What follows belongs to an exercise in optimizing a design on an open flow for small area, a short achievable clock period and few clock cycles per item; a production flow would make more cautious choices.
Function was checked by simulation only, so behaviour that the tests miss may differ from the original.
Power and IR drop assume default switching activity.

===== flow/design.v =====
package lru_tc_pkg;
    localparam int ENTRIES  = 16;
    localparam int TAG_BITS = 64;
    localparam int MODE_W  = 2;
    localparam int KEY_W   = 64;
    localparam int LOC_W   = 8;
    localparam int STAMP_W = 32;
    localparam int IDX_W   = $clog2(ENTRIES);
    localparam int CNT_W   = $clog2(ENTRIES + 1);
    typedef enum logic [MODE_W-1:0] {
        MODE_LOOKUP = 2'd0,
        MODE_INSERT = 2'd1,
        MODE_REMOVE = 2'd2
    } mode_t;
    typedef enum logic [2:0] {
        ST_IDLE,
        ST_SCAN,
        ST_ACT,
        ST_SHIFT,
        ST_FINISH
    } state_t;
    typedef struct packed {
        logic load;
        logic scan;
        logic act;
        logic shift_init;
        logic shift;
        logic cnt_dec;
        logic finish;
    } dp_cmd_t;
    typedef struct packed {
        logic walk_done;
        logic remove_hit;
        logic out_free;
    } dp_status_t;
endpackage
module lru_tag_cache_top (
    input  logic               clk,
    input  logic               rst_n,
    input  logic               req_valid,
    output logic               req_ready,
    input  logic [lru_tc_pkg::MODE_W-1:0]  req_mode,
    input  logic [lru_tc_pkg::KEY_W-1:0]   req_key_tag,
    input  logic [lru_tc_pkg::LOC_W-1:0]   req_location,
    input  logic [lru_tc_pkg::STAMP_W-1:0] req_now,
    input  logic               rsp_ready,
    output logic               rsp_valid,
    output logic               rsp_hit,
    output logic [lru_tc_pkg::LOC_W-1:0]   rsp_found_location,
    output logic [lru_tc_pkg::CNT_W-1:0]   rsp_occupancy
);
    localparam int N  = lru_tc_pkg::ENTRIES;
    localparam int TW = lru_tc_pkg::TAG_BITS;
    localparam int LW = lru_tc_pkg::LOC_W;
    localparam int SW = lru_tc_pkg::STAMP_W;
    localparam int CW = lru_tc_pkg::CNT_W;
    logic [N-1:0]  v_q;
    logic [CW-1:0] cnt_q;
    logic [TW-1:0] tag_q [N];
    logic [LW-1:0] loc_q [N];
    logic [SW-1:0] stp_q [N];
    logic [N-1:0]  bef_q [N];
    logic [N-1:0]  bt_q  [N];
    logic          r_v_q;
    logic          rdy_q;
    logic [1:0]    r_mode_q;
    logic [TW-1:0] r_tag_q;
    logic [LW-1:0] r_loc_q;
    logic [SW-1:0] r_now_q;
    logic [N-1:0]  r_m_q;
    logic [N-1:0]  r_lt_q, r_eq_q;
    logic          r_same_e_q, r_lt_e_q, r_eq_e_q;
    logic          r_same_w_q, r_lt_w_q, r_eq_w_q;
    logic [N-1:0]  r_wtag_q, r_wstp_q;
    logic [N-1:0]  w_tag_oh_q, w_loc_oh_q, w_stp_oh_q, w_rm_q;
    logic [TW-1:0] w_tag_q;
    logic [LW-1:0] w_loc_q;
    logic [SW-1:0] w_now_q;
    localparam int RW = 1 + LW + CW;
    logic [1:0]    f_cnt_q;
    logic          f_v_q;
    logic [RW-1:0] f_q [3];
    function automatic logic [1:0] lt_eq(input logic [SW-1:0] a, input logic [SW-1:0] b);
        logic [SW-1:0] l, e;
        l = ~a & b;
        e = ~(a ^ b);
        for (int w = 1; w < SW; w = w * 2)
        begin
            for (int k = 0; k < SW; k = k + 2 * w)
            begin
                l[k] = l[k + w] | (e[k + w] & l[k]);
                e[k] = e[k + w] & e[k];
            end
        end
        lt_eq = {l[0], e[0]};
    endfunction
    logic [N-1:0]  m_eff, lt_eff, eq_eff;
    logic          fire, hit, full;
    logic          is_l, is_i, is_r;
    logic [N-1:0]  free_oh, min_oh, tgt;
    logic [N-1:0]  w_new, w_stp, w_loc, w_app, rm;
    logic [N-1:0]  v_next;
    logic [CW-1:0] cnt_next;
    logic          res_hit;
    logic [LW-1:0] res_loc;
    always_comb
    begin
        for (int i = 0; i < N; i++)
        begin
            if (w_tag_oh_q[i])
                m_eff[i] = r_same_e_q;
            else if (w_rm_q[i])
                m_eff[i] = 1'b0;
            else if (r_wtag_q[i])
                m_eff[i] = r_same_w_q;
            else
                m_eff[i] = r_m_q[i];
            if (w_stp_oh_q[i])
            begin
                lt_eff[i] = r_lt_e_q;
                eq_eff[i] = r_eq_e_q;
            end
            else if (r_wstp_q[i])
            begin
                lt_eff[i] = r_lt_w_q;
                eq_eff[i] = r_eq_w_q;
            end
            else
            begin
                lt_eff[i] = r_lt_q[i];
                eq_eff[i] = r_eq_q[i];
            end
        end
    end
    assign fire = r_v_q;
    assign hit  = |m_eff;
    assign full = cnt_q[CW-1];
    assign is_l = (r_mode_q == 2'd0);
    assign is_i = (r_mode_q == 2'd1);
    assign is_r = (r_mode_q == 2'd2);
    always_comb
    begin
        free_oh = '0;
        for (int i = N - 1; i >= 0; i--)
        begin
            if (!v_q[i])
            begin
                free_oh    = '0;
                free_oh[i] = 1'b1;
            end
        end
    end
    always_comb
    begin
        for (int i = 0; i < N; i++)
        begin
            min_oh[i] = 1'b1;
            for (int j = 0; j < N; j++)
            begin
                if (j > i)
                    min_oh[i] = min_oh[i] & bt_q[i][j];
                else if (j < i)
                    min_oh[i] = min_oh[i] & !bt_q[j][i];
            end
        end
    end
    assign tgt = full ? min_oh : free_oh;
    always_comb
    begin
        for (int i = 0; i < N; i++)
        begin
            w_new[i] = fire && is_i && !hit && tgt[i];
            w_app[i] = w_new[i] && !full;
            w_stp[i] = w_new[i] || (fire && (is_l || is_i) && m_eff[i]);
            w_loc[i] = fire && is_i && (hit ? m_eff[i] : tgt[i]);
            rm[i]    = fire && is_r && m_eff[i];
        end
    end
    assign v_next = (v_q | w_app) & ~rm;
    always_comb
    begin
        cnt_next = cnt_q;
        if (fire && is_i && !hit && !full)
            cnt_next = cnt_q + CW'(1);
        else if (fire && is_r && hit)
            cnt_next = cnt_q - CW'(1);
    end
    assign res_hit = hit && (is_l || is_i || is_r);
    always_comb
    begin
        res_loc = '0;
        for (int i = 0; i < N; i++)
            res_loc = res_loc | (m_eff[i] ? (w_loc_oh_q[i] ? w_loc_q : loc_q[i]) : '0);
        if (!is_l)
            res_loc = '0;
    end
    always_ff @(posedge clk or negedge rst_n)
    begin
        if (!rst_n)
        begin
            v_q   <= '0;
            cnt_q <= '0;
        end
        else
        begin
            v_q   <= v_next;
            cnt_q <= cnt_next;
        end
    end
    for (genvar i = 0; i < N; i++)
    begin : g_ord
        for (genvar j = i + 1; j < N; j++)
        begin : g_pair
            always_ff @(posedge clk)
            begin
                if (w_app[i])
                    bef_q[i][j] <= 1'b0;
                else if (w_app[j])
                    bef_q[i][j] <= 1'b1;
                if (w_stp[i])
                    bt_q[i][j] <= lt_eff[j] || (eq_eff[j] && !w_app[i] && bef_q[i][j]);
                else if (w_stp[j])
                    bt_q[i][j] <= !(lt_eff[i] || (eq_eff[i] && !w_app[j] && !bef_q[i][j]));
            end
        end
    end
    always_ff @(posedge clk)
    begin
        w_tag_oh_q <= w_new;
        w_loc_oh_q <= w_loc;
        w_stp_oh_q <= w_stp;
        w_rm_q     <= rm;
        w_tag_q    <= r_tag_q;
        w_loc_q    <= r_loc_q;
        w_now_q    <= r_now_q;
    end
    for (genvar i = 0; i < N; i++)
    begin : g_ent
        always_ff @(posedge clk)
        begin
            if (w_tag_oh_q[i])
                tag_q[i] <= w_tag_q;
            if (w_loc_oh_q[i])
                loc_q[i] <= w_loc_q;
            if (w_stp_oh_q[i])
                stp_q[i] <= w_now_q;
        end
    end
    logic          acc;
    logic          same_e, same_w, lt_e, eq_e, lt_w, eq_w;
    logic [1:0]    le_e, le_w;
    logic [1:0]    le_q [N];
    logic [N-1:0]  m_in, lt_in, eq_in;
    assign acc    = req_valid && rdy_q;
    assign same_e = (req_key_tag == r_tag_q);
    assign same_w = (req_key_tag == w_tag_q);
    assign le_e   = lt_eq(req_now, r_now_q);
    assign le_w   = lt_eq(req_now, w_now_q);
    assign {lt_e, eq_e} = le_e;
    assign {lt_w, eq_w} = le_w;
    always_comb
    begin
        for (int i = 0; i < N; i++)
        begin
            m_in[i]  = v_q[i] && (req_key_tag == tag_q[i]);
            le_q[i]  = lt_eq(req_now, stp_q[i]);
            lt_in[i] = le_q[i][1];
            eq_in[i] = le_q[i][0];
        end
    end
    always_ff @(posedge clk)
    begin
        r_mode_q   <= req_mode;
        r_tag_q    <= req_key_tag;
        r_loc_q    <= req_location;
        r_now_q    <= req_now;
        r_m_q      <= m_in;
        r_lt_q     <= lt_in;
        r_eq_q     <= eq_in;
        r_same_e_q <= same_e;
        r_lt_e_q   <= lt_e;
        r_eq_e_q   <= eq_e;
        r_same_w_q <= same_w;
        r_lt_w_q   <= lt_w;
        r_eq_w_q   <= eq_w;
        r_wtag_q   <= w_tag_oh_q;
        r_wstp_q   <= w_stp_oh_q;
    end
    logic          pop;
    logic [1:0]    f_cnt_next;
    logic [RW-1:0] res;
    assign pop        = f_v_q && rsp_ready;
    assign f_cnt_next = f_cnt_q - 2'(pop) + 2'(fire);
    assign res        = {res_hit, res_loc, cnt_next};
    always_ff @(posedge clk or negedge rst_n)
    begin
        if (!rst_n)
        begin
            r_v_q   <= 1'b0;
            rdy_q   <= 1'b1;
            f_cnt_q <= '0;
            f_v_q   <= 1'b0;
        end
        else
        begin
            r_v_q   <= acc;
            rdy_q   <= (3'(f_cnt_next) + 3'(acc)) <= 3'd2;
            f_cnt_q <= f_cnt_next;
            f_v_q   <= f_cnt_next != 2'd0;
        end
    end
    always_ff @(posedge clk)
    begin
        for (int k = 0; k < 3; k++)
        begin
            if (pop)
                f_q[k] <= (k < 2 && 2'(k + 1) < f_cnt_q) ? f_q[(k < 2) ? k + 1 : k] : res;
            else
                f_q[k] <= (2'(k) < f_cnt_q) ? f_q[k] : res;
        end
    end
    assign req_ready          = rdy_q;
    assign rsp_valid          = f_v_q;
    assign {rsp_hit, rsp_found_location, rsp_occupancy} = f_q[0];
endmodule

===== flow/run.sh =====
#!/bin/bash
# synth_recipe.tcl (not shown) runs the flow's synth.tcl, then flattens the netlist and writes it again
# the make line also repeats each setting of config.mk as NAME=value (left out here)
make -C /OpenROAD-flow-scripts/flow DESIGN_CONFIG=/design/flow/config.mk WORK_HOME=/design/flow/orfs CLKGATE_MAP_FILE= SYNTH_SCRIPT=/design/flow/synth_recipe.tcl finish

===== flow/config.mk =====
export PLATFORM = sky130hd
export DESIGN_NAME = lru_tag_cache_top
export DESIGN_NICKNAME = lru_tag_cache_top
export VERILOG_FILES = /design/flow/design.v
export SDC_FILE = /design/flow/constraint.sdc
export NUM_CORES = 4
export LEC_CHECK = 0
export CAP_MARGIN = 20
export CORE_MARGIN = 2
export CORE_UTILIZATION = 40
export CTS_CLUSTER_DIAMETER = 100
export CTS_CLUSTER_SIZE = 20
export SETUP_SLACK_MARGIN = 2.5
export SLEW_MARGIN = 20
export TNS_END_PERCENT = 5

===== flow/constraint.sdc =====
create_clock -name core_clock -period 5.0 [get_ports {clk}]
set_input_delay 1.0000 -clock core_clock [delete_from_list [all_inputs] [get_ports {clk}]]
set_output_delay 1.0000 -clock core_clock [all_outputs]
set_load 0.01 [all_outputs]

==> metrics.md, run 1 <==
| Metric | Value |
|---|---|
| Vias per cell | 6.099 |
| CP bufs+invs | 0 |
| Post-synth top area cell | edfxtp_1 |
| CTS Buf Count | 136 |
| Core Area | 248700 um2 |
| Final Hold Viols | 0 |
| Synthesized instance count | roughly 7400 |
| Status | complete, no violations |
| Die height | 503.9 um |
| Buffers on Ports | about 130 |
| Die ar. | approximately 250000 um2 |
| Slew HR | 22.93% |
| Final core utilization | a little under half |
| Root buffer cell | clkbuf_16 |
| Initial antenna violation count | 37 |
| Hold WS | about 320 ps |
| Routed len/inst | roughly 33 um |
| Leak | roughly 43 nW |
| H-tree levels | 4 |
| Row Count | 183 |
| Worst hold path type | primary input to flip-flop |
| Final setup fails | 0 |
| Final WS setup | 2121 ps |
| Clk_skew | between 50 and 60 ps |
| Peak supply drop | 0.0003279 V |
| Met1 wire length | roughly 150000 um |
| Via count | slightly above 70000 |
| Sequential-to-total area share from yosys stat | 63.56% |
| Critical Path Source Type | flip-flop |
| Synth top area cells | edfxtp_1, dfxtp_1, ha_1, xor2_1, xnor2_1 |
| Yosys top cell area share | between 50% and 60% |
| Synth async-reset ratio | around 1.1% |
| Syn avg cell area | 13.45 um2 |
| Placed cells | approximately 11000 |
| Met2 WL post-DR | between 150000 and 200000 um |
| CP required | 5590 ps |
| Maxcap violations | 0 |
| Flop2flop setup slack | between 2000 and 2500 ps |
| CP peak stage delay | a little over 800 ps |
| Final wirelength | roughly 380000 um |
| Yosys warning total | 8 |
| Clock sink count | about 2300 |
| Crit-path max FO | 6 |
| Initial Utilization | roughly two fifths |
| Initial DRC Count | around 11000 |
| Total grt overflow | 0 |
| PwrDens | roughly 320 nW/um2 |
| First-pass DRT Iterations | 8 |
| CP delay by family, top | simple AND/OR/NAND/NOR gates |
| Slew @ Worst Pin | between 1000 and 1500 ps |
| Worst hold path startpoint | req_now[1] |
| RSZ-0062 raised after global routing | yes |
| Setup Slack @ Placement | ~170 ps |
| Clock Tree Buf Depth | 3 |
| Fin crit share | roughly 58% |
| Post-synth cell types | 89 |
| First-pass GRT wire length | ~520000 um |
| Number of synthesized flops with an enable pin | roughly 1700 |
| Largest net degree at the start of global routing | 68 |
| Arrival time worst endpoint | about 3500 ps |
| Clk pin slew, worst setup/hold paths | ~90 ps |
| Synthesis-to-finish area growth | 16.52% |
| I/O pin count | between 100 and 150 |
| Max Slew Vio Count | 0 |
| Non-Filler Instances | 11540 |
| Die Wd | between 500 and 600 um |
| CTS tree | built |
| Setup CP Type | flip-flop to flip-flop |
| CP cell instances | nor4b_1 > nand2_1 > o32ai_2 > and3_4 > o21ai_0 > mux2_2 |
| Clock latency on the worst-skew pair | about 860 ps |
| Reg-to-Reg Start | bt_q[2][8]$_DFFE_PP_ |
| Max Used Layer | met5 |
| CTS Hold Bufs | 0 |
| FMAX | between 300 and 400 MHz |
| Worst-path cell with the longest stage delay | o32ai_2 |
| Vias in the first global route | ~66000 |
| #FFs+latches synth | 2332 |
| Overall Power | approximately 0.037 W |
| Syn Std Cell Area | between 90000 and 100000 um2 |
| DRC | 0 |
| Mapped Nets | approximately 8100 |
| GRT Overall Usage | between 20 and 30% |
| Crit path capture type | flip-flop |
| Met3 wire length | about 45000 um |
| Share of cells above drive strength 1 | around 17% |
| HPWL after DPL | roughly 240000 um |
| Post-route ant nets | 0 |
| Layout Nets | between 8000 and 9000 |
| Min Tclk post-route | 2879 ps |
| GP Congestion | 1.006 |
| Main synth FF type | edfxtp_1 |
| Critical path origin | bt_q[2][8]$_DFFE_PP_ |
## kinds of logic after synthesis
| group | Yosys count | synth area share, % |
|---|---|---|
| XOR/XNOR | 921 | 8.070 |
| AND/OR/NAND/NOR | 1605 | 8.068 |
| buffers and inverters | 537 | 2.098 |
| multiplexers | 215 | 2.358 |
| AO/OA/AOI/OAI | 1239 | 8.546 |
| adder cells (fa/ha/maj) | 583 | 7.298 |
| flip-flops | 2332 | 63.56 |
## synthesized netlist by cell type, types with 19 or more instances
cell	n
nand3_1	77
a221oi_1	40
a22oi_1	39
mux2i_1	54
o31ai_1	33
mux2_2	160
nand4_1	291
nor4_1	224
dfrtp_1	25
o22ai_1	116
a21oi_1	201
nand2_1	314
o21ai_0	230
nor3_1	136
inv_1	226
dfxtp_1	636
nor2b_1	29
o31a_1	38
a21o_1	166
xor2_1	553
a31oi_1	40
clkbuf_1	206
buf_2	44
a211oi_1	19
buf_1	51
edfxtp_1	1670
ha_1	583
o2bb2ai_1	87
and3_1	35
xnor2_1	368
a22o_1	59
nor2_1	414
## worst register-to-register path, cell delays in order (launching register included)
cell      delay (ps)
edfxtp_1         430
nor4b_1          380
nand2_1          170
o32ai_2          810
and3_4           400
o21ai_0          120
mux2_2           310
## metal layers
layer	global-route usage [%]	vias to the layer above
li1	-	29290
met1	38.30	35400
met2	44.17	4694
met3	6.708	958
met4	14.41	20
met5	0	-
## flip-flops by register name, summed over array words and instances, names as in the netlist, 32 cells and up
name / cells
bef_q: 120
bt_q: 120
f_q: 42
loc_q: 128
r_now_q: 32
r_tag_q: 64
stp_q: 512
tag_q: 1024
w_now_q: 32
w_tag_q: 64
## where the power goes
part,internal (W),switching [W]
Clock,0.00525,0.00669
Sequential,0.0211,0.000391
Combinational,0.00139,0.00250
Total,0.0277,0.00959
## cell usage in the layout (no fill, tap or decap), drive strengths merged, types with 116 or more instances in the layout
master  Yosys  layout
nor4      224     224
a21o      166     166
dfxtp     636     636
inv       226     205
o21ai     234     234
nand2     314     314
o22ai     116     116
clkbuf    206     243
a21oi     201     201
edfxtp   1670    1670
nor3      137     137
xnor2     368     368
ha        583     583
nor2      414     415
buf        99     687
xor2      553     553
nand4     292     292
mux2      161     161
## through the flow
step                      area, um2  setup TNS [ps]
final                        116500               0
after global routing         116400               0
after CTS                    114700               0
after detailed placement     107600               0
after global placement       107600          -142.2
after floorplan              100400               0
## path summary, 6_finish.rpt
path / end / cells past startpoint
hold / removal: r_now_q[1]$_DFF_P_ / 1
setup reg to reg: bt_q[8][11]$_DFFE_PP_ / 6
setup / recovery: bt_q[8][11]$_DFFE_PP_ / 6
min in group asynchronous: f_cnt_q[0]$_DFF_PN0_ / 2
max in group asynchronous: cnt_q[4]$_DFF_PN0_ / 2
hold reg to reg: w_loc_q[7]$_DFF_P_ / 0
## layout make-up
cell class	instances	area [um2]
Antenna cell	18	45.04
Clock buffer	227	3745
Clock inverter	18	271.5
Fill cell	21910	132200
Inverter	232	1013
Multi-Input combinational cell	4578	36040
Sequential cell	2332	63690
Tap cell	3330	4167
Timing Repair Buffer	801	7492
## what timing repair did
item	CTS	global route
pin swaps	65	72
setup buffers	188	88
cloned	14	10
setup endpoints to repair	542	482
gates resized for setup	413	228
Testbench counts, summed over its fixed seeds: cycles 20,016, items 20,000.
==> run 2, diff against run 1 <==
--- a/flow/config.mk
+++ b/flow/config.mk
@@ -7,9 +7,9 @@
 export LEC_CHECK = 0
 export CAP_MARGIN = 20
 export CORE_MARGIN = 2
-export CORE_UTILIZATION = 40
+export CORE_UTILIZATION = 55
 export CTS_CLUSTER_DIAMETER = 100
 export CTS_CLUSTER_SIZE = 20
-export SETUP_SLACK_MARGIN = 2.5
+export SETUP_SLACK_MARGIN = 2.4
 export SLEW_MARGIN = 20
-export TNS_END_PERCENT = 5
+export TNS_END_PERCENT = 100
==> run 2 against run 1 <==
Global-route usage up 12 points. Via count up 2.8%. Setup slack worse by 27 ps. Sequential power about the same. Synthesized cell count unchanged. Still clean on timing, DRC and antenna. Largest cell class unchanged. Register-to-register slack worse by 30 ps. Worst hold slack worse by 29 ps. Sequential cell count unchanged. First-iteration DRC count up 12%. Highest routed layer unchanged. Combinational power up 4%.
==> metrics.md, run 2 <==
| Metric | Value |
|---|---|
| Post-synth top area cell | edfxtp_1 |
| Synth Area in Compound Gates | 8.546% (unchanged) |
| Synth Area in Simple Gates | 8.068% (unchanged) |
| Flop2flop setup slack | 2090 ps (-30 ps) |
| Post-synthesis mux area share | 2.358% (unchanged) |
| Most flop-heavy register | tag_q |
| Regs by FF count | tag_q x1024, stp_q x512, loc_q x128 |
| Met2 WL post-DR | 161600 um (-3.0%) |
| Commonest non-fill, non-tap cell in the layout | edfxtp_1 |
| Setup TNS | 0 ps (unchanged) |
| Die height | 430.3 um (-15%) |
| Initial Utilization | 55.30% (+15 points) |
| CTS Buf Count | 134 (-1.5%) |
| Core Area | 180700 um2 (-27%) |
| Worst hold path depth | 1 (unchanged) |
| Buffers on Ports | 125 (unchanged) |
| Syn avg cell area | 13.45 um2 (unchanged) |
| Clk_skew | 27.56 ps (-29.49 ps) |
| Post-synth cell types | 89 (unchanged) |
| First-pass DRT Iterations | 7 (-1) |
| Syn Std Cell Area | 99950 um2 (unchanged) |
| Setup CP Type | flip-flop to flip-flop |
| Worst hold path type | primary input to flip-flop |
| Clock sink count | 2332 (unchanged) |
| Final wirelength | 395600 um (+4.0%) |
| Clock latency on the worst-skew pair | 840 ps (-20 ps) |
| Synth async-reset ratio | 1.115% (unchanged) |
| Min Tclk post-route | 2906 ps (+27.05 ps) |
| GP Congestion | 1.042 (+3.7%) |
| Post-route ant nets | 0 (unchanged) |
| Synth Area in Adders | 7.298% (unchanged) |
| I/O pin count | 126 (unchanged) |
| RSZ-0062 raised after global routing | yes |
| Yosys warning total | 8 (unchanged) |
| FMAX | 344.1 MHz (-0.93%) |
| Slew HR | 18.74% (-4.2 points) |
| Maxcap violations | 0 (unchanged) |
| Die Wd | 430.3 um (-15%) |
| Routed len/inst | 36.96 um (+12%) |
| Critical Path Source Type | flip-flop |
| Max Used Layer | met5 |
| Max reg flops | 1024 (unchanged) |
| Share of cells above drive strength 1 | 21.02% (+3.8 points) |
| Met3 wire length | 57250 um (+28%) |
| R2R cell count | 11 (+5) |
| Initial DRC Count | 12440 (+12%) |
| Largest net degree at the start of global routing | 67 (-1.5%) |
| Number of synthesized flops with an enable pin | 1670 (unchanged) |
| Clock Tree Buf Depth | 3 (unchanged) |
| CP peak stage delay | 370 ps (-440 ps) |
| Final Hold Viols | 0 (unchanged) |
| Sequential-to-total area share from yosys stat | 63.56% (unchanged) |
| Leak | 44.30 nW (+2.5%) |
| H-tree levels | 4 (unchanged) |
| Final setup fails | 0 (unchanged) |
| CTS tree | built |
| Crit path capture type | flip-flop |
| Placed cells | 10000 (-8.8%) |
| Via count | 72300 (+2.8%) |
| DRC | 0 (unchanged) |
| Slew @ Worst Pin | 1219 ps (+62.84 ps) |
| Vias per cell | 6.757 (+11%) |
| Fin crit share | 58.12% (+0.54 points) |
| PwrDens | 316.3 nW/um2 (-1.3%) |
| Peak supply drop | 0.0004399 V (+34%) |
| Mapped Nets | 8125 (unchanged) |
| Root buffer cell | clkbuf_16 |
| Initial antenna violation count | 39 (+5.4%) |
| HPWL after DPL | 249800 um (+3.1%) |
| Row Count | 156 (-15%) |
| Non-Filler Instances | 10700 (-7.2%) |
| Met1 wire length | 152200 um (+3.9%) |
| Layout Nets | 8897 (+1.4%) |
| Clk pin slew, worst setup/hold paths | 90 ps (about the same) |
| Largest family of logic cells by synthesized area | compound AO/OA/AOI/OAI gates |
| CP cell instances | buf_8 > mux2_4 > a22oi_2 > nand3_2 > nor3_4 > buf_6 > a31oi_4 > buf_12 > o211ai_1 > buf_6 > o2bb2ai_2 |
| #FFs+latches synth | 2332 (unchanged) |
| Arrival time worst endpoint | 3480 ps (about the same) |
| CP bufs+invs | 4 (+4) |
| Yosys top cell area share | 50.17% (unchanged) |
| Die ar. | 185200 um2 (-27%) |
| Commonest cells after routing, fill and taps aside | edfxtp_1, dfxtp_1, buf_4 |
| WHS Endpoint | r_now_q[17]$_DFF_P_ |
| Crit-path max FO | 8 (+2) |
| Max Slew Vio Count | 0 (unchanged) |
| Count leader, synth | edfxtp_1 |
| Worst-path cell with the longest stage delay | dfxtp_4 |
| Synthesis-to-finish area growth | 18.56% |
| Synthesized instance count | 7432 (unchanged) |
| Top cell by count, worst path | buf_6 |
| Area share of xor/xnor cells in the synthesized design | 8.070% (unchanged) |
| Reg-to-Reg Start | r_same_w_q$_DFF_P_ |
| GRT Overall Usage | 41.11% (+12 points) |
| FF-to-FF End | bt_q[1][10]$_DFFE_PP_ |
| Synth top area cells | edfxtp_1, dfxtp_1, ha_1, xor2_1, xnor2_1 |
| Vias in the first global route | 65880 (-0.10%) |
| First-pass GRT wire length | 526400 um (+1.5%) |
| CP required | 5580 ps (about the same) |
| Main synth FF type | edfxtp_1 |
| Total grt overflow | 0 (unchanged) |
| Fill cell count | 13290 (-39%) |
| Commonest cells post-synth | edfxtp_1, dfxtp_1, ha_1 |
| CTS Hold Bufs | 0 (unchanged) |
| Status | complete, no violations |
| Worst hold path startpoint | req_now[17] |
| CP delay by family, top | buffers and inverters |
==> run 2: cells by family after synthesis <==
kind of cell	after synthesis
xor+xnor	921
simple gates	1605
mux	215
flops	2332
buf+inv	537
fa+ha+maj	583
compound gates	1239
==> run 2: timing repair <==
item                                    CTS  global route
pin swaps                                77           161
gates resized for setup                 552           531
gates cloned                             23            23
endpoints found under the setup margin  534           336
buffers inserted                        234           151
==> run 2: worst register-to-register path, cell delays in order, from the launching register on <==
cell and delay, ps:
dfxtp_4 370, buf_8 150, mux2_4 280, a22oi_2 300, nand3_2 170, nor3_4 320
buf_6 210, a31oi_4 110, buf_12 170, o211ai_1 220, buf_6 290, o2bb2ai_2 80
==> run 2: area by class of cell <==
type	instances	area [um2]	share of cell area (%)
antenna	19	47.55	0.04012
clock buffer	234	3836	3.237
clock inverter	10	117.6	0.09925
inverter	232	1049	0.8848
multi-input combinational	4583	37660	31.78
sequential	2332	63670	53.73
tap	2370	2965	2.502
timing repair buffer	921	9161	7.731
==> run 2: per-stage QoR <==
step                      total power (W)  hold WS, ps  worst slack [ps]  utilization [%]  instance area [um2]
final                             0.03749        289.4              2094            65.57               118500
after global routing              0.03833        265.0              2097            65.55               118500
after detailed placement          0.02551        314.3            -548.7            58.94               106500
after floorplan                   0.02373        309.6              2207                -               100700
after CTS                         0.03714        277.5              2244            63.47               114700
after global placement            0.02544        309.8            -521.7            58.92               106500
==> run 2: power breakdown <==
part,switching [W],internal [W]
registers,0.000451,0.0211
clock network,0.00660,0.00529
logic,0.00256,0.00150
==> run 2: routing by layer <==
layer  track usage (%)  up-vias
met5                 0        -
met4             18.07       18
met3             12.09     1204
met2             58.65     5534
met1             58.33    36020
li1                  -    29530
==> run 2: worst max-delay path by stage <==
| stage | startpoint | slack (ps) | cells past startpoint | to |
|---|---|---|---|---|
| finish | r_same_w_q$_DFF_P_ | 2090 | 11 | bt_q[1][10]$_DFFE_PP_ |
| global route | r_same_w_q$_DFF_P_ | 2100 | 11 | bt_q[1][5]$_DFFE_PP_ |
| CTS | req_key_tag[7] | 2240 | 8 | r_m_q[9]$_DFF_P_ |
| detailed placement | req_now[25] | -550 | 9 | r_eq_q[15]$_DFF_P_ |
| global placement | req_now[25] | -520 | 9 | r_eq_q[15]$_DFF_P_ |
| floorplan | req_now[17] | 2210 | 9 | r_lt_q[12]$_DFF_P_ |
==> run 3, diff against run 2 <==
==> flow/flow/run.sh (new file) <==
#!/bin/bash
# The standard layout (standard.sh, unchanged synthesis, floorplan, power grid and
# routing), with two placement/repair settings changed:
#  - the port buffers are buf_4 cells instead of the delay buffers buffer_ports picks;
#  - timing repair may swap a cell for one of another footprint.
# make's full output goes to make_finish.log; each ORFS step keeps its own log under orfs/logs.
set -euo pipefail
bash standard.sh MATCH_CELL_FOOTPRINT=0 "BUFFER_PORTS_ARGS=-buffer_cell sky130_fd_sc_hd__buf_4" finish > make_finish.log 2>&1
==> flow/standard.sh (new file) <==
#!/bin/bash
# synth_recipe.tcl (not shown) runs the flow's synth.tcl, then flattens the netlist and writes it again
# the make line also repeats each setting of config.mk as NAME=value (left out here)
make -C /OpenROAD-flow-scripts/flow DESIGN_CONFIG=/design/flow/config.mk WORK_HOME=/design/flow/orfs CLKGATE_MAP_FILE= SYNTH_SCRIPT=/design/flow/synth_recipe.tcl "${@:-finish}"
--- a/flow/config.mk
+++ b/flow/config.mk
@@ -7,9 +7,9 @@
 export LEC_CHECK = 0
 export CAP_MARGIN = 20
 export CORE_MARGIN = 2
-export CORE_UTILIZATION = 55
+export CORE_UTILIZATION = 40
 export CTS_CLUSTER_DIAMETER = 100
 export CTS_CLUSTER_SIZE = 20
-export SETUP_SLACK_MARGIN = 2.4
+export SETUP_SLACK_MARGIN = 2.5
 export SLEW_MARGIN = 20
-export TNS_END_PERCENT = 100
+export TNS_END_PERCENT = 5
removed: flow/run.sh
==> run 3 against run 2 <==
Cell area decreased by 3.9%. Combinational power fell by 11%. Sequential share of layout area up 2.1 points. Total power shrank 0.70%. Clock skew up 43 ps. Setup slack worse by 2.8 ps. Sequential cell count unchanged. First-iteration DRC count fell by 14%. Critical path depth decreased by 4. Register-to-register slack better by 60 ps. Die area grew 37%. Cell count increased by 5.4%. Largest cell class unchanged. Largest power group unchanged.
==> metrics.md, run 3 <==
| Metric | Value |
|---|---|
| Peak supply drop | 0.0002754 V (-37%) |
| DRC | 0 (unchanged) |
| Root buffer cell | clkbuf_16 |
| Final wirelength | 363800 um (-8.0%) |
| Commonest cells post-synth | edfxtp_1, dfxtp_1, ha_1 |
| Syn avg cell area | 13.45 um2 (unchanged) |
| Routed len/inst | 32.24 um (-13%) |
| Final Hold Viols | 0 (unchanged) |
| Syn Std Cell Area | 99950 um2 (unchanged) |
| Initial Utilization | 40.20% (-15 points) |
| Synthesis-to-finish area growth | 14.00% |
| FF-to-FF End | f_q[2][2]$_DFF_P_ |
| Worst hold path type | primary input to asynchronous set/reset pin |
| Slew @ Worst Pin | 1224 ps (+4.665 ps) |
| Overall Power | 0.03723 W (-0.70%) |
| GRT Overall Usage | 27.63% (-13 points) |
| CP required | 5770 ps (+190 ps) |
| Synth async-reset ratio | 1.115% (unchanged) |
| Buffers on Ports | 125 (unchanged) |
| Leak | 41.75 nW (-5.8%) |
| Max Slew Vio Count | 0 (unchanged) |
| Crit-path max FO | 14 (+6) |
| Crit path capture type | flip-flop |
| Post-synth top area cell | edfxtp_1 |
| Main synth FF type | edfxtp_1 |
| Clock Tree Buf Depth | 3 (unchanged) |
| CP cell instances | buf_4 > buf_4 > xnor2_1 > nand4_1 > nor4_1 > nand3_1 > and4b_1 |
| Arrival time worst endpoint | 3680 ps (+200 ps) |
| Synth top area cells | edfxtp_1, dfxtp_1, ha_1, xor2_1, xnor2_1 |
| Top cell by count, worst path | buf_4 |
| Clk_skew | 70.56 ps (+43.00 ps) |
| Commonest non-fill, non-tap cell in the layout | edfxtp_1 |
| I/O pin count | 126 (unchanged) |
| Final core utilization | 45.82% (-20 points) |
| Sequential-to-total area share from yosys stat | 63.56% (unchanged) |
| Fill cell count | 22190 (+67%) |
| CP Capture Point | r_m_q[12]$_DFF_P_ |
| Yosys top cell area share | 50.17% (unchanged) |
| CP bufs+invs | 2 (-2) |
| Total grt overflow | 0 (unchanged) |
| Die height | 503.9 um (+17%) |
| Clock sink count | 2332 (unchanged) |
| Post-route ant nets | 0 (unchanged) |
| Setup CP Type | primary input to flip-flop |
| R2R cell count | 8 (-3) |
| Critical path origin | req_key_tag[4] |
| Yosys warning total | 8 (unchanged) |
| Max reg flops | 1024 (unchanged) |
| Stages on worst setup path | 7 (-4) |
| First-pass GRT wire length | 501000 um (-4.8%) |
| Vias per cell | 6.089 (-9.9%) |
| CTS Buf Count | 135 (+0.75%) |
| Clock latency on the worst-skew pair | 870 ps (+30 ps) |
| GP Congestion | 0.9762 (-6.4%) |
| Most flop-heavy register | tag_q |
| Layout Nets | 8528 (-4.1%) |
| Maxcap violations | 0 (unchanged) |
| Post-synth cell types | 89 (unchanged) |
| Share of cells above drive strength 1 | 15.01% (-6.0 points) |
| Min Tclk post-route | 2909 ps (+2.760 ps) |
| Status | complete, no violations |
| Worst-path cell with the longest stage delay | nor4_1 |
| Core Area | 248700 um2 (+38%) |
| Commonest cells after routing, fill and taps aside | edfxtp_1, ha_1, dfxtp_1 |
| Fin crit share | 58.17% (about the same) |
| Initial antenna violation count | 34 (-13%) |
| RSZ-0062 raised after global routing | yes |
| Number of synthesized flops with an enable pin | 1670 (unchanged) |
| Setup TNS | 0 ps (unchanged) |
| H-tree levels | 4 (unchanged) |
| Die Wd | 503.9 um (+17%) |
| FMAX | 343.8 MHz (about the same) |
| Clk pin slew, worst setup/hold paths | 90 ps (about the same) |
| Die ar. | 253900 um2 (+37%) |
| Count leader, synth | edfxtp_1 |
| Slew HR | 18.32% (-0.42 points) |
| Final setup fails | 0 (unchanged) |
| Critical Path Source Type | primary input |
| First-pass DRT Iterations | 8 (+1) |
| PwrDens | 326.7 nW/um2 (+3.3%) |
| Flop2flop setup slack | 2150 ps (+60 ps) |
| CP delay by family, top | simple AND/OR/NAND/NOR gates |
| Via count | 68710 (-5.0%) |
| Largest net degree at the start of global routing | 67 (unchanged) |
| Regs by FF count | tag_q x1024, stp_q x512, loc_q x128 |
| Reg-to-Reg Start | r_same_w_q$_DFF_P_ |
| Row Count | 183 (+17%) |
| #FFs+latches synth | 2332 (unchanged) |
| Mapped Nets | 8125 (unchanged) |
| Vias in the first global route | 65530 (-0.53%) |
| Initial DRC Count | 10650 (-14%) |
| HPWL after DPL | 226600 um (-9.3%) |
| Synthesized instance count | 7432 (unchanged) |
| CP peak stage delay | 930 ps (+560 ps) |
| CTS tree | built |
run 3: kinds of logic (layout without fill, tap and decap cells):
| family | count (synthesis) | count (layout) | synth area share (%) |
|---|---|---|---|
| other | 0 | 14 | 0 |
| buffers and inverters | 537 | 1034 | 2.098 |
| DFF | 2332 | 2332 | 63.56 |
| adders and majority gates | 583 | 583 | 7.298 |
| and+or+nand+nor | 1605 | 1613 | 8.068 |
| AOI/OAI and AO/OA | 1239 | 1242 | 8.546 |
| muxes | 215 | 215 | 2.358 |
| xor gates and xnor gates | 921 | 921 | 8.070 |
run 3: power by group:
group | leakage [nW] | total (W) | switching [W] | internal [W]
Combinational | 19.2 | 0.00359 | 0.00233 | 0.00125
Sequential | 20.6 | 0.0216 | 0.000462 | 0.0211
Clock | 1.95 | 0.0121 | 0.00678 | 0.00530
run 3: stage by stage:
stage                     hold slack (ps)  std cells  instance area (um2)  worst slack (ps)
after floorplan                     309.6       7432               100400              2202
after global placement              315.6      10830               106200             570.6
after detailed placement            314.7      10830               106200             443.4
after CTS                           24.90      11210               112800              2278
after global routing                52.84      11270               113900              2178
final                               69.16      11280               113900              2091
run 3: worst min-delay path by stage:
stage / start / end / slack [ps] / cells past startpoint
after floorplan: r_loc_q[0]$_DFF_P_ / w_loc_q[0]$_DFF_P_ / 310 / 0
after global placement: r_loc_q[4]$_DFF_P_ / w_loc_q[4]$_DFF_P_ / 320 / 0
after detailed placement: r_loc_q[2]$_DFF_P_ / w_loc_q[2]$_DFF_P_ / 310 / 0
after CTS: rst_n / f_v_q$_DFF_PN0_ / 20 / 1
after global routing: rst_n / f_cnt_q[0]$_DFF_PN0_ / 50 / 1
final: rst_n / f_v_q$_DFF_PN0_ / 70 / 1
run 3: cell type report:
| type | instances | area [um2] | area share (%) |
|---|---|---|---|
| repair inverters | 2 | 15.01 | 0.01318 |
| clock buffers | 225 | 3747 | 3.289 |
| diodes | 14 | 35.03 | 0.03075 |
| multi-input cells | 4574 | 35810 | 31.43 |
| inverters | 232 | 979.7 | 0.8598 |
| flip-flops and latches | 2332 | 63670 | 55.88 |
| clock inverters | 17 | 397.9 | 0.3492 |
| repair buffers | 558 | 5117 | 4.491 |
| well taps | 3330 | 4167 | 3.657 |
run 3: per-layer routing:
metal  up-vias  global-route usage (%)  share of wire (%)
met5         -                       0              0.018
li1      28760                       -                  -
met4        12                   12.30                5.2
met3       884                   5.503                 11
met1     34650                   36.37                 38
met2      4409                   44.12                 46
run 3: timing repair:
action / CTS / global route
pin swaps: 50 / 38
setup buffers: 117 / 56
setup endpoints to repair: 507 / 440
hold buffers: 0 / 0
gates resized for setup: 293 / 87
cloned: 15 / 8
==> run 4, diff against run 3 <==
--- a/flow/design.v
+++ b/flow/design.v
@@ -70,12 +70,7 @@
     logic [N-1:0]  r_m_q;
     logic [N-1:0]  r_lt_q, r_eq_q;
     logic          r_same_e_q, r_lt_e_q, r_eq_e_q;
-    logic          r_same_w_q, r_lt_w_q, r_eq_w_q;
-    logic [N-1:0]  r_wtag_q, r_wstp_q;
-    logic [N-1:0]  w_tag_oh_q, w_loc_oh_q, w_stp_oh_q, w_rm_q;
-    logic [TW-1:0] w_tag_q;
-    logic [LW-1:0] w_loc_q;
-    logic [SW-1:0] w_now_q;
+    logic [N-1:0]  w_tag_oh_q, w_stp_oh_q, w_rm_q;
     localparam int RW = 1 + LW + CW;
     logic [1:0]    f_cnt_q;
     logic          f_v_q;
@@ -111,8 +106,6 @@
                 m_eff[i] = r_same_e_q;
             else if (w_rm_q[i])
                 m_eff[i] = 1'b0;
-            else if (r_wtag_q[i])
-                m_eff[i] = r_same_w_q;
             else
                 m_eff[i] = r_m_q[i];
             if (w_stp_oh_q[i])
@@ -120,11 +113,6 @@
                 lt_eff[i] = r_lt_e_q;
                 eq_eff[i] = r_eq_e_q;
             end
-            else if (r_wstp_q[i])
-            begin
-                lt_eff[i] = r_lt_w_q;
-                eq_eff[i] = r_eq_w_q;
-            end
             else
             begin
                 lt_eff[i] = r_lt_q[i];
@@ -190,7 +178,7 @@
     begin
         res_loc = '0;
         for (int i = 0; i < N; i++)
-            res_loc = res_loc | (m_eff[i] ? (w_loc_oh_q[i] ? w_loc_q : loc_q[i]) : '0);
+            res_loc = res_loc | (m_eff[i] ? loc_q[i] : '0);
         if (!is_l)
             res_loc = '0;
     end
@@ -224,40 +212,39 @@
             end
         end
     end
+    always_ff @(posedge clk or negedge rst_n)
+    begin
+        if (!rst_n)
+            w_tag_oh_q <= '0;
+        else
+            w_tag_oh_q <= w_new;
+    end
     always_ff @(posedge clk)
     begin
-        w_tag_oh_q <= w_new;
-        w_loc_oh_q <= w_loc;
         w_stp_oh_q <= w_stp;
         w_rm_q     <= rm;
-        w_tag_q    <= r_tag_q;
-        w_loc_q    <= r_loc_q;
-        w_now_q    <= r_now_q;
     end
     for (genvar i = 0; i < N; i++)
     begin : g_ent
         always_ff @(posedge clk)
         begin
-            if (w_tag_oh_q[i])
-                tag_q[i] <= w_tag_q;
-            if (w_loc_oh_q[i])
-                loc_q[i] <= w_loc_q;
-            if (w_stp_oh_q[i])
-                stp_q[i] <= w_now_q;
+            if (w_new[i])
+                tag_q[i] <= r_tag_q;
+            if (w_loc[i])
+                loc_q[i] <= r_loc_q;
+            if (w_stp[i])
+                stp_q[i] <= r_now_q;
         end
     end
     logic          acc;
-    logic          same_e, same_w, lt_e, eq_e, lt_w, eq_w;
-    logic [1:0]    le_e, le_w;
+    logic          same_e, lt_e, eq_e;
+    logic [1:0]    le_e;
     logic [1:0]    le_q [N];
     logic [N-1:0]  m_in, lt_in, eq_in;
     assign acc    = req_valid && rdy_q;
     assign same_e = (req_key_tag == r_tag_q);
-    assign same_w = (req_key_tag == w_tag_q);
     assign le_e   = lt_eq(req_now, r_now_q);
-    assign le_w   = lt_eq(req_now, w_now_q);
     assign {lt_e, eq_e} = le_e;
-    assign {lt_w, eq_w} = le_w;
     always_comb
     begin
         for (int i = 0; i < N; i++)
@@ -280,11 +267,6 @@
         r_same_e_q <= same_e;
         r_lt_e_q   <= lt_e;
         r_eq_e_q   <= eq_e;
-        r_same_w_q <= same_w;
-        r_lt_w_q   <= lt_w;
-        r_eq_w_q   <= eq_w;
-        r_wtag_q   <= w_tag_oh_q;
-        r_wstp_q   <= w_stp_oh_q;
     end
     logic          pop;
     logic [1:0]    f_cnt_next;
==> run 4 against run 3 <==
Area after synthesis shrank 5.7%. Wire length fell by 0.46%. Sequential share of layout area increased by 1.1 points. Worst hold slack improved by 140 ps. Sequential cell count decreased by 155. Setup slack worse by 71 ps. Clock power is 9.9% lower. Total power shrank 7.4%. First-iteration DRC count increased by 5.1%. Global-route usage rose by 1.6 points.
==> metrics.md, run 4 <==
| Metric | Value |
|---|---|
| Initial Utilization | 40.13% (-0.063 points) |
| Die Wd | 489.3 um (-2.9%) |
| Largest family of logic cells by synthesized area | compound AO/OA/AOI/OAI gates |
| #FFs+latches synth | 2177 (-6.6%) |
| Post-synth top area cell | edfxtp_1 |
| DRC | 0 (unchanged) |
| Synth Area in Simple Gates | 8.035% (-0.033 points) |
| Sequential-to-total area share from yosys stat | 65.59% (+2.0 points) |
| Critical Path Source Type | primary input |
| Core Area | 234700 um2 (-5.6%) |
| First-pass GRT wire length | 487200 um (-2.7%) |
| Synth async-reset ratio | 1.929% (+0.81 points) |
| RSZ-0062 raised after global routing | yes |
| Leak | 39.18 nW (-6.1%) |
| Syn Std Cell Area | 94210 um2 (-5.7%) |
| Max Slew Vio Count | 0 (unchanged) |
| Slew HR | 25.01% (+6.7 points) |
| Yosys top cell area share | 57.31% (+7.1 points) |
| Share of cells above drive strength 1 | 14.49% (-0.52 points) |
| Layout Nets | 7972 (-6.5%) |
| Most flop-heavy register | tag_q |
| Setup CP Type | primary input to flip-flop |
| Max reg flops | 1024 (unchanged) |
| Syn avg cell area | 13.87 um2 (+3.1%) |
| HPWL after DPL | 225200 um (-0.63%) |
| PwrDens | 317.5 nW/um2 (-2.8%) |
| GP Congestion | 0.9906 (+1.5%) |
| Setup TNS | 0 ps (unchanged) |
| Mapped Nets | 7453 (-8.3%) |
| Largest net degree at the start of global routing | 66 (-1.5%) |
| GRT Overall Usage | 29.23% (+1.6 points) |
| Arrival time worst endpoint | 3760 ps (+80 ps) |
| Synthesis-to-finish area growth | 15.24% |
| First-pass DRT Iterations | 6 (-2) |
| Root buffer cell | clkbuf_16 |
| Clk pin slew, worst setup/hold paths | 90 ps (about the same) |
| Crit-path max FO | 12 (-2) |
| Crit path capture type | flip-flop |
| Count leader, synth | edfxtp_1 |
| Number of synthesized flops with an enable pin | 1798 (+7.7%) |
| FMAX | 335.6 MHz (-2.4%) |
| Post-Place Cell Area | 101000 um2 (-4.9%) |
| Commonest non-fill, non-tap cell in the layout | edfxtp_1 |
| Fin crit share | 59.59% (+1.4 points) |
| Initial DRC Count | 11200 (+5.1%) |
| Commonest cells after routing, fill and taps aside | edfxtp_1, ha_1, buf_4 |
| Post-synth cell types | 88 (-1.1%) |
| Synthesized instance count | 6792 (-8.6%) |
| Vias in the first global route | 60930 (-7.0%) |
| Die height | 489.3 um (-2.9%) |
| I/O pin count | 126 (unchanged) |
| Post-route cell area | 108600 um2 (-4.7%) |
| Total grt overflow | 0 (unchanged) |
| Synth Area in Adders | 7.318% (+0.020 points) |
| Area share of xor/xnor cells in the synthesized design | 7.493% (-0.58 points) |
| Clock Tree Buf Depth | 3 (unchanged) |
| Buffers on Ports | 125 (unchanged) |
| CTS Hold Bufs | 0 (unchanged) |
| Status | complete, no violations |
| H-tree levels | 3 (-1) |
| Clock latency on the worst-skew pair | 840 ps (-30 ps) |
| Final Hold Viols | 0 (unchanged) |
| Final wirelength | 362100 um (-0.46%) |
| Worst hold path type | primary input to asynchronous set/reset pin |
| Post-route ant nets | 0 (unchanged) |
| Maxcap violations | 0 (unchanged) |
| Regs by FF count | tag_q x1024, stp_q x512, loc_q x128 |
| CP required | 5780 ps (about the same) |
| Initial antenna violation count | 43 (+26%) |
| Vias per cell | 6.209 (+2.0%) |
| Final setup fails | 0 (unchanged) |
| Min Tclk post-route | 2979 ps (+70.80 ps) |
| Commonest cells post-synth | edfxtp_1, ha_1, xnor2_1 |
| Synth Area in Compound Gates | 8.886% (+0.34 points) |
| Via count | 65720 (-4.3%) |
| Synth top area cells | edfxtp_1, ha_1, dfxtp_1, xnor2_1, xor2_1 |
| Clk_skew | 49.86 ps (-20.70 ps) |
| Routed len/inst | 34.21 um (+6.1%) |
| Clock sink count | 2177 (-6.6%) |
| Main synth FF type | edfxtp_1 |
| CTS tree | built |
| Slew @ Worst Pin | 1113 ps (-110.5 ps) |
| Yosys warning total | 8 (unchanged) |
| Row Count | 178 (-2.7%) |
| Hold WS | 213.4 ps (+144.2 ps) |
| Post-synthesis mux area share | 0.5631% (-1.8 points) |
| CTS Buf Count | 120 (-11%) |
| Peak supply drop | 0.0003053 V (+11%) |
| Die ar. | 239400 um2 (-5.7%) |
[run 4: area by class of cell]
class / count / area, um2
Inverter: 227 / 1046
Fill cell: 20620 / 126200
Clock inverter: 7 / 127.6
Tap cell: 3150 / 3941
Antenna cell: 22 / 55.05
Timing Repair Buffer: 663 / 6516
Sequential cell: 2177 / 61840
Multi-Input combinational cell: 4119 / 31530
Clock buffer: 217 / 3495
Timing Repair inverter: 3 / 22.52
[run 4: cells by family after synthesis]
kind of cell / after synthesis
buf+inv: 504
simple gates: 1483
mux: 49
xor+xnor: 806
fa+ha+maj: 551
flops: 2177
compound gates: 1222
[run 4: worst max-delay path, stage by stage]
cell and delay, ps:
buf_4 390, buf_4 360, xnor2_1 160, nand4_1 160, nor4_1 620, nand4_1 540, nor3_1 360, buf_4 140
[run 4: final timing paths]
check                                          from                 endpoint  slack (ps)  cells past startpoint
worst max-delay path                 req_key_tag[4]         r_m_q[5]$_DFF_P_        2020                      8
worst min-delay path                          rst_n     f_cnt_q[1]$_DFF_PN0_         210                      1
worst max register to register  r_tag_q[48]$_DFF_P_       r_same_e_q$_DFF_P_        2130                      5
worst min register to register  r_tag_q[20]$_DFF_P_  tag_q[13][20]$_DFFE_PP_         430                      0
max in group asynchronous                     rst_n         v_q[3]$_DFF_PN0_        4250                      1
min in group core_clock             req_location[6]       r_loc_q[6]$_DFF_P_         270                      1
[run 4: report_power, final]
part           switching (W)  internal [W]
Clock                0.00604       0.00484
Combinational        0.00224       0.00109
Sequential          0.000354        0.0199
[run 4: what timing repair did]
| item | in CTS | in global routing |
|---|---|---|
| pin swaps | 28 | 35 |
| cloned | 20 | 21 |
| hold endpoints to repair | 0 | 0 |
| endpoints found under the setup margin | 2162 | 2131 |
| setup buffers | 80 | 93 |
| gates resized for setup | 193 | 139 |
[run 4: per-layer routing]
| metal | track usage (%) | vias to the layer above | share of wire (%) |
|---|---|---|---|
| li1 | - | 27040 | - |
| met1 | 39.53 | 33150 | 38 |
| met2 | 44.76 | 4649 | 44 |
| met3 | 6.035 | 871 | 12 |
| met4 | 14.31 | 12 | 5.9 |
| met5 | 0 | - | 0.020 |
[run 4: per-stage QoR]
stage | util (%) | total power, W | std cells | setup WS [ps]
floorplan | - | 0.02212 | 6792 | 1881
global placement | 43.04 | 0.02369 | 10130 | 751.5
finish | 46.25 | 0.03447 | 10590 | 2021
global route | 46.23 | 0.03534 | 10570 | 2077
detailed placement | 43.04 | 0.02374 | 10130 | 765.9
CTS | 45.42 | 0.03438 | 10450 | 2135
Testbench counts of run 4, summed over its fixed seeds: cycles 20,016, items 20,000.
==> run 5, diff against run 4 <==
--- a/flow/design.v
+++ b/flow/design.v
@@ -212,15 +212,9 @@
             end
         end
     end
-    always_ff @(posedge clk or negedge rst_n)
-    begin
-        if (!rst_n)
-            w_tag_oh_q <= '0;
-        else
-            w_tag_oh_q <= w_new;
-    end
     always_ff @(posedge clk)
     begin
+        w_tag_oh_q <= w_new;
         w_stp_oh_q <= w_stp;
         w_rm_q     <= rm;
     end
==> flow/run.sh (new file) <==
#!/bin/bash
# synth_recipe.tcl (not shown) runs the flow's synth.tcl, then flattens the netlist and writes it again
# the make line also repeats each setting of config.mk as NAME=value (left out here)
make -C /OpenROAD-flow-scripts/flow DESIGN_CONFIG=/design/flow/config.mk WORK_HOME=/design/flow/orfs CLKGATE_MAP_FILE= SYNTH_SCRIPT=/design/flow/synth_recipe.tcl finish
removed: flow/flow/run.sh
removed: flow/standard.sh
==> run 5 against run 4 <==
Global-route usage up 1.2 points. Count of clock-buffer cells in the layout increased by 3. Total power rose by 3.8%. Sequential share of layout area down 2.3 points. Area after synthesis hardly changed. Register-to-register slack better by 20 ps. Synthesized cell count rose by 0.12%. Cell area is 4.0% higher. Critical path depth up 3. Maximum frequency grew 4.7%. Clock power is essentially flat. Via count is 2.2% higher.
==> metrics.md, run 5 <==
| Metric | Value |
|---|---|
| Layout Nets | 8209 (+3.0%) |
| GRT Overall Usage | 30.39% (+1.2 points) |
| Placed cells | 10230 (+0.99%) |
| Synthesized instance count | 6800 (+0.12%) |
| GP Congestion | 0.9850 (-0.57%) |
| Final setup fails | 0 (unchanged) |
| Post-Place Cell Area | 102100 um2 (+1.0%) |
| H-tree levels | 3 (unchanged) |
| Most flop-heavy register | tag_q |
| Clk_skew | 47.35 ps (-2.507 ps) |
| Yosys warning total | 8 (unchanged) |
| Fin crit share | 56.92% (-2.7 points) |
| Crit path capture type | flip-flop |
| First-pass GRT wire length | 503900 um (+3.4%) |
| Worst hold path type | primary input to asynchronous set/reset pin |
| Yosys top cell area share | 57.32% (about the same) |
| Post-route ant nets | 0 (unchanged) |
| Root buffer cell | clkbuf_16 |
| Synthesis-to-finish area growth | 19.89% |
| Peak supply drop | 0.0003300 V (+8.1%) |
| Commonest cells after routing, fill and taps aside | edfxtp_1, ha_1, buf_4 |
| Maxcap violations | 0 (unchanged) |
| Crit-path max FO | 8 (-4) |
| Syn avg cell area | 13.85 um2 (-0.14%) |
| Commonest non-fill, non-tap cell in the layout | edfxtp_1 |
| Initial DRC Count | 10910 (-2.6%) |
| Setup Slack @ Placement | 528.1 ps (-237.9 ps) |
| Setup TNS | 0 ps (unchanged) |
| Count leader, synth | edfxtp_1 |
| Row Count | 178 (unchanged) |
| Slew HR | 6.679% (-18 points) |
| Initial Utilization | 40.13% (about the same) |
| Final wirelength | 378600 um (+4.6%) |
| Buffers on Ports | 125 (unchanged) |
| Number of synthesized flops with an enable pin | 1798 (unchanged) |
| Vias per cell | 6.209 (about the same) |
| Largest net degree at the start of global routing | 66 (unchanged) |
| Max reg flops | 1024 (unchanged) |
| Die height | 489.3 um (about the same) |
| Clock sink count | 2177 (unchanged) |
| CTS Buf Count | 121 (+0.83%) |
| #FFs+latches synth | 2177 (unchanged) |
| CP required | 5580 ps (-200 ps) |
| Synth async-reset ratio | 1.194% (-0.73 points) |
| Mapped Nets | 7461 (+0.11%) |
| Multi-input gate area | 33010 um2 (+4.7%) |
| Worst-path cell with the longest stage delay | nor2_1 |
| FMAX | 351.4 MHz (+4.7%) |
| Clk pin slew, worst setup/hold paths | 90 ps (about the same) |
| First-pass DRT Iterations | 6 (unchanged) |
| Overall Power | 0.03579 W (+3.8%) |
| Via count | 67160 (+2.2%) |
| Clock latency on the worst-skew pair | 840 ps (about the same) |
| Syn Std Cell Area | 94190 um2 (about the same) |
| Critical Path Source Type | flip-flop |
| CTS tree | built |
| Synth top area cells | edfxtp_1, dfxtp_1, ha_1, xnor2_1, xor2_1 |
| Post-synth cell types | 88 (unchanged) |
| Slew @ Worst Pin | 1373 ps (+259.6 ps) |
| CP peak stage delay | 440 ps (-180 ps) |
| PwrDens | 316.9 nW/um2 (-0.18%) |
| Leak | 41.21 nW (+5.2%) |
| RSZ-0062 raised after global routing | yes |
| Status | complete, no violations |
| Total grt overflow | 0 (unchanged) |
| Die Wd | 489.3 um (about the same) |
| Routed len/inst | 35.01 um (+2.3%) |
| Initial antenna violation count | 38 (-12%) |
| Die ar. | 239400 um2 (about the same) |
| Vias in the first global route | 61880 (+1.6%) |
| Core Area | 234700 um2 (unchanged) |
| I/O pin count | 126 (unchanged) |
| Arrival time worst endpoint | 3420 ps (-340 ps) |
| DRC | 0 (unchanged) |
| Post-route cell area | 112900 um2 (+4.0%) |
| Final Hold Viols | 0 (unchanged) |
| Top cell by count, worst path | buf_6 |
| Sequential Area | 61780 um2 (-0.10%) |
| HPWL after DPL | 240800 um (+6.9%) |
| Setup CP Type | flip-flop to flip-flop |
| Max Slew Vio Count | 0 (unchanged) |
| Clock Tree Buf Depth | 3 (unchanged) |
| Final WS setup | 2154 ps (+133.2 ps) |
| Non-Filler Instances | 10820 (+2.2%) |
| Main synth FF type | edfxtp_1 |
| Min Tclk post-route | 2846 ps (-133.2 ps) |
| CP cell instances | buf_6 > buf_6 > a21o_4 > nor4_4 > buf_4 > nand4_1 > buf_4 > buf_6 > nor2_1 > o31a_1 > o22ai_1 |
| Fill cell count | 20420 (-0.98%) |
| Share of cells above drive strength 1 | 18.68% (+4.2 points) |
| Post-synth top area cell | edfxtp_1 |
| Commonest cells post-synth | edfxtp_1, ha_1, xnor2_1 |
| Regs by FF count | tag_q x1024, stp_q x512, loc_q x128 |
| Sequential-to-total area share from yosys stat | 65.52% (-0.072 points) |
-- run 5: cell types whose count changed in the layout (fill, tap and decap cells not counted), moves of 18 or more --
cell / delta
o21ai_0: -29
buf_6: +37
dlygate4sd2_1: +23
nor4_1: -28
dlymetal6s2s_1: +36
buf_12: +40
clkdlybuf4s50_1: +25
ha_1: -18
o21ai_1: +19
nor4_2: +21
-- run 5: metal layers --
layer  wire length, um  global-route usage [%]
met4             23600                   15.25
met2            163000                   45.54
met1            145500                   41.63
met3             46290                   6.588
met5               324                       0
-- run 5: per-stage QoR --
step	hold slack (ps)	utilization [%]
6_report	295.9	48.11
5_1_grt	303.1	48.10
4_1_cts	246.4	46.94
3_5_place_dp	441.2	43.49
3_3_place_gp	434.9	43.47
2_1_floorplan	425.9	-
-- run 5: logic make-up after synthesis --
kind of cell / count (synthesis) / synth area share [%]
adder cells (fa/ha/maj): 551 / 7.319
buffers and inverters: 510 / 2.168
XOR/XNOR: 807 / 7.504
flip-flops: 2177 / 65.52
AO/OA/AOI/OAI: 1221 / 8.867
AND/OR/NAND/NOR: 1484 / 8.048
multiplexers: 50 / 0.5778
-- run 5: path summary, 6_finish.rpt --
check	from	endpoint	slack, ps	cells past startpoint
setup / recovery	r_same_e_q$_DFF_P_	bt_q[0][1]$_DFFE_PP_	2150	11
min in group core_clock	req_now[9]	r_now_q[9]$_DFF_P_	320	1
hold / removal	rst_n	f_v_q$_DFF_PN0_	300	1
hold reg to reg	f_q[2][10]$_DFF_P_	f_q[2][10]$_DFF_P_	460	2
setup reg to reg	r_same_e_q$_DFF_P_	bt_q[0][1]$_DFFE_PP_	2150	11
max in group asynchronous	rst_n	v_q[1]$_DFF_PN0_	4080	1
-- run 5: final cells by class --
class | count | share of cell area (%)
flip-flops and latches | 2177 | 54.71
multi-input cells | 4123 | 29.23
repair buffers | 890 | 8.334
well taps | 3150 | 3.490
clock buffers | 220 | 3.077
inverters | 230 | 0.9850
clock inverters | 11 | 0.1241
repair inverters | 5 | 0.03213
diodes | 10 | 0.02216
-- run 5: critical path, delay by kind of cell (launching register included) --
kind,cells,cell delay (ps)
flip-flops,1,390
AND/OR/NAND/NOR,3,900
AO/OA/AOI/OAI,3,520
buffers and inverters,5,790
-- run 5: power breakdown --
part	internal, W	leakage, nW	switching, W
clock network	0.00474	1.72	0.00620
registers	0.0201	19.4	0.000366
logic	0.00154	20.1	0.00284
total	0.0264	41.2	0.00941
-- run 5: what timing repair did --
action | 4_1_cts | 5_1_grt
hold endpoints to repair | 0 | 0
gates resized for setup | 588 | 385
endpoints found under the setup margin | 2185 | 2067
buffers inserted | 190 | 113
gates cloned | 30 | 17
pin swaps | 76 | 109
hold buffers | 0 | 0
Testbench counts of run 5, summed over its fixed seeds: cycles 20,016, items 20,000.
==> run 6, diff against run 5 <==
--- a/flow/design.v
+++ b/flow/design.v
@@ -70,7 +70,8 @@
     logic [N-1:0]  r_m_q;
     logic [N-1:0]  r_lt_q, r_eq_q;
     logic          r_same_e_q, r_lt_e_q, r_eq_e_q;
-    logic [N-1:0]  w_tag_oh_q, w_stp_oh_q, w_rm_q;
+    logic [N-1:0]  w_tag_oh_q, w_stp_oh_q;
+    logic          w_new_q;
     localparam int RW = 1 + LW + CW;
     logic [1:0]    f_cnt_q;
     logic          f_v_q;
@@ -102,12 +103,7 @@
     begin
         for (int i = 0; i < N; i++)
         begin
-            if (w_tag_oh_q[i])
-                m_eff[i] = r_same_e_q;
-            else if (w_rm_q[i])
-                m_eff[i] = 1'b0;
-            else
-                m_eff[i] = r_m_q[i];
+            m_eff[i] = w_tag_oh_q[i] ? r_same_e_q : r_m_q[i];
             if (w_stp_oh_q[i])
             begin
                 lt_eff[i] = r_lt_e_q;
@@ -121,7 +117,7 @@
         end
     end
     assign fire = r_v_q;
-    assign hit  = |m_eff;
+    assign hit  = (w_new_q && r_same_e_q) || (|r_m_q);
     assign full = cnt_q[CW-1];
     assign is_l = (r_mode_q == 2'd0);
     assign is_i = (r_mode_q == 2'd1);
@@ -212,11 +208,22 @@
             end
         end
     end
+    always_ff @(posedge clk or negedge rst_n)
+    begin
+        if (!rst_n)
+        begin
+            w_tag_oh_q <= '0;
+            w_new_q    <= 1'b0;
+        end
+        else
+        begin
+            w_tag_oh_q <= w_new;
+            w_new_q    <= |w_new;
+        end
+    end
     always_ff @(posedge clk)
     begin
-        w_tag_oh_q <= w_new;
         w_stp_oh_q <= w_stp;
-        w_rm_q     <= rm;
     end
     for (genvar i = 0; i < N; i++)
     begin : g_ent
@@ -255,7 +262,7 @@
         r_tag_q    <= req_key_tag;
         r_loc_q    <= req_location;
         r_now_q    <= req_now;
-        r_m_q      <= m_in;
+        r_m_q      <= m_in & ~w_new & ~rm;
         r_lt_q     <= lt_in;
         r_eq_q     <= eq_in;
         r_same_e_q <= same_e;
==> run 6 against run 5 <==
Count of clock-buffer cells in the layout down 7. Die area fell by 0.13%. Still clean on timing, DRC and antenna. Cell count shrank 1.4%. Utilization fell by 0.75 points. Sequential cell count shrank 15. Critical path depth decreased by 2. Sequential power hardly changed.
==> metrics.md, run 6 <==
| Metric | Value |
|---|---|
| Overall Power | 0.03524 W (-1.5%) |
| Final Hold Viols | 0 (unchanged) |
| Commonest cells post-synth | edfxtp_1, ha_1, xnor2_1 |
| R2R cell count | 7 (-4) |
| CP peak stage delay | 450 ps (about the same) |
| Status | complete, no violations |
| Final wirelength | 367700 um (-2.9%) |
| Clock Tree Buf Depth | 3 (unchanged) |
| Crit-path max FO | 6 (-2) |
| GP Congestion | 1.020 (+3.5%) |
| Setup CP Type | primary input to flip-flop |
| Leak | 40.07 nW (-2.8%) |
| Clk_skew | 46.76 ps (-0.5928 ps) |
| Post-synth top area cell | edfxtp_1 |
| Commonest cells after routing, fill and taps aside | edfxtp_1, buf_4, ha_1 |
| Fin crit share | 57.24% (+0.31 points) |
| Mapped Nets | 7362 (-1.3%) |
| Synthesis-to-finish area growth | 18.07% |
| Hold WS | 208.7 ps (-87.18 ps) |
| Layout Nets | 8046 (-2.0%) |
| CTS Buf Count | 120 (-0.83%) |
| Synthesized instance count | 6701 (-1.5%) |
| Post-route ant nets | 0 (unchanged) |
| CTS Hold Bufs | 0 (unchanged) |
| Worst-path cell with the longest stage delay | clkdlybuf4s15_1 |
| Placed cells | 10080 (-1.4%) |
| Regs by FF count | tag_q x1024, stp_q x512, loc_q x128 |
| Non-Filler Instances | 10660 (-1.4%) |
| Fill cell count | 20230 (-0.94%) |
| CP cell instances | clkdlybuf4s15_1 > buf_4 > xor2_1 > nor4_2 > nand4_1 > nor4_2 > buf_4 > nand4_1 > nor3_2 |
| #FFs+latches synth | 2162 (-0.69%) |
| Max Slew Vio Count | 0 (unchanged) |
| First-pass GRT wire length | 495300 um (-1.7%) |
| I/O pin count | 126 (unchanged) |
| Setup TNS | 0 ps (unchanged) |
| Die Wd | 489.0 um (about the same) |
| RSZ-0062 raised after global routing | yes |
| PwrDens | 317.3 nW/um2 (+0.14%) |
| Peak supply drop | 0.0003243 V (-1.7%) |
| First-pass DRT Iterations | 9 (+3) |
| Flop2flop setup slack | 2210 ps (+60 ps) |
| Clk pin slew, worst setup/hold paths | 90 ps (about the same) |
| Syn avg cell area | 14.04 um2 (+1.3%) |
| Clock latency on the worst-skew pair | 830 ps (about the same) |
| Yosys warning total | 8 (unchanged) |
| Die height | 489.0 um (about the same) |
| Slew @ Worst Pin | 1253 ps (-120.0 ps) |
| Die ar. | 239100 um2 (-0.13%) |
| Main synth FF type | edfxtp_1 |
| FF-to-FF End | bt_q[1][14]$_DFFE_PP_ |
| H-tree levels | 3 (unchanged) |
| Commonest non-fill, non-tap cell in the layout | edfxtp_1 |
| Synth async-reset ratio | 1.989% (+0.79 points) |
| Initial antenna violation count | 43 (+13%) |
| Largest net degree at the start of global routing | 58 (-12%) |
| Clock sink count | 2162 (-0.69%) |
| Max reg flops | 1024 (unchanged) |
| Core Area | 234500 um2 (about the same) |
| Vias per cell | 6.135 (-1.2%) |
| Arrival time worst endpoint | 3580 ps (+160 ps) |
| HPWL after DPL | 235600 um (-2.1%) |
| Number of synthesized flops with an enable pin | 1798 (unchanged) |
| Maxcap violations | 0 (unchanged) |
| Worst hold path type | primary input to asynchronous set/reset pin |
| Root buffer cell | clkbuf_16 |
| CP delay by family, top | simple AND/OR/NAND/NOR gates |
| Routed len/inst | 34.49 um (-1.5%) |
| Final setup fails | 0 (unchanged) |
| Reg-to-Reg Start | bt_q[0][1]$_DFFE_PP_ |
| Share of cells above drive strength 1 | 18.11% (-0.56 points) |
| Initial Utilization | 40.11% (about the same) |
## run 6: cell types whose count changed after synthesis, moves of 25 or more
cell	change
a31oi_1	-26
xor2_1	+30
a21oi_1	+49
inv_1	-48
nor3_1	-58
a22oi_1	-49
o311ai_0	+30
dfxtp_1	-32
o22ai_1	-82
xnor2_1	+44
nand3_1	+25
nor2_1	-29
## run 6: kinds of logic after synthesis
kind of cell               count (synthesis)  synth area share (%)
buffers and inverters                    463                 2.012
AOI/OAI and AO/OA                       1172                 8.534
adders and majority gates                551                 7.329
DFF                                     2162                 65.37
and+or+nand+nor                         1392                 7.628
xor gates and xnor gates                 881                 8.203
muxes                                     80                0.9231
## run 6: worst max path at each step
| stage | from | end | slack, ps | cells after the start |
|---|---|---|---|---|
| after floorplan | r_m_q[11]$_DFF_P_ | stp_q[7][0]$_DFFE_PP_ | 1450 | 10 |
| after global placement | req_key_tag[8] | r_m_q[3]$_DFF_P_ | 330 | 7 |
| after detailed placement | req_key_tag[2] | r_m_q[2]$_DFF_P_ | 410 | 7 |
| after CTS | v_q[11]$_DFF_PN0_ | bt_q[14][15]$_DFFE_PP_ | 2270 | 8 |
| after global routing | bt_q[5][8]$_DFFE_PP_ | tag_q[8][53]$_DFFE_PP_ | 2190 | 6 |
| final | req_key_tag[40] | r_m_q[4]$_DFF_P_ | 2140 | 9 |
## run 6: area by class of cell
cell class | instances | area, um2 | share of cell area [%]
Antenna cell | 26 | 65.06 | 0.05858
Timing Repair inverter | 7 | 51.30 | 0.04619
Clock inverter | 10 | 105.1 | 0.09463
Multi-Input combinational cell | 4079 | 32690 | 29.43
Clock buffer | 213 | 3405 | 3.065
Sequential cell | 2162 | 61560 | 55.42
Tap cell | 3150 | 3941 | 3.549
Inverter | 183 | 888.4 | 0.7998
Timing Repair Buffer | 832 | 8364 | 7.531
## run 6: report_power, final
part / leakage (nW) / switching [W] / internal [W]
Clock: 1.66 / 0.00610 / 0.00464
Sequential: 19.4 / 0.000348 / 0.0200
Combinational: 19.0 / 0.00270 / 0.00148
## run 6: what timing repair did
| item | in CTS | in global routing |
|---|---|---|
| cloned | 22 | 10 |
| pin swaps | 58 | 97 |
| setup endpoints to repair | 2154 | 1643 |
| resized for setup | 561 | 310 |
| setup buffers | 147 | 149 |
| endpoints found under the hold margin | 0 | 0 |
## run 6: metal layers
metal	up-vias	global-route usage, %	wire length [um]	share of wire (%)
met2	4382	45.87	162700	44
met4	20	14.81	22550	6.1
met3	837	6.154	42860	12
met5	-	0	115	0.031
met1	33170	40.13	139500	38
li1	27010	-	-	-
## run 6: per-stage QoR
stage               setup WS, ps  cell area (um2)
floorplan                   1452            94430
global placement           333.3           101400
detailed placement         410.9           101400
CTS                         2273           108500
global route                2186           111000
finish                      2138           111100
Testbench counts of run 6, summed over its fixed seeds: cycles 20,016, items 20,000.

Check on run 6: ideal ports give 2.138 ns setup slack; a clkbuf_16 on the clock port and buf_2 on the inputs give 2.202 ns; moving port delays by the midpoint clock arrival (0.895 ns) as well gives 1.307 ns.
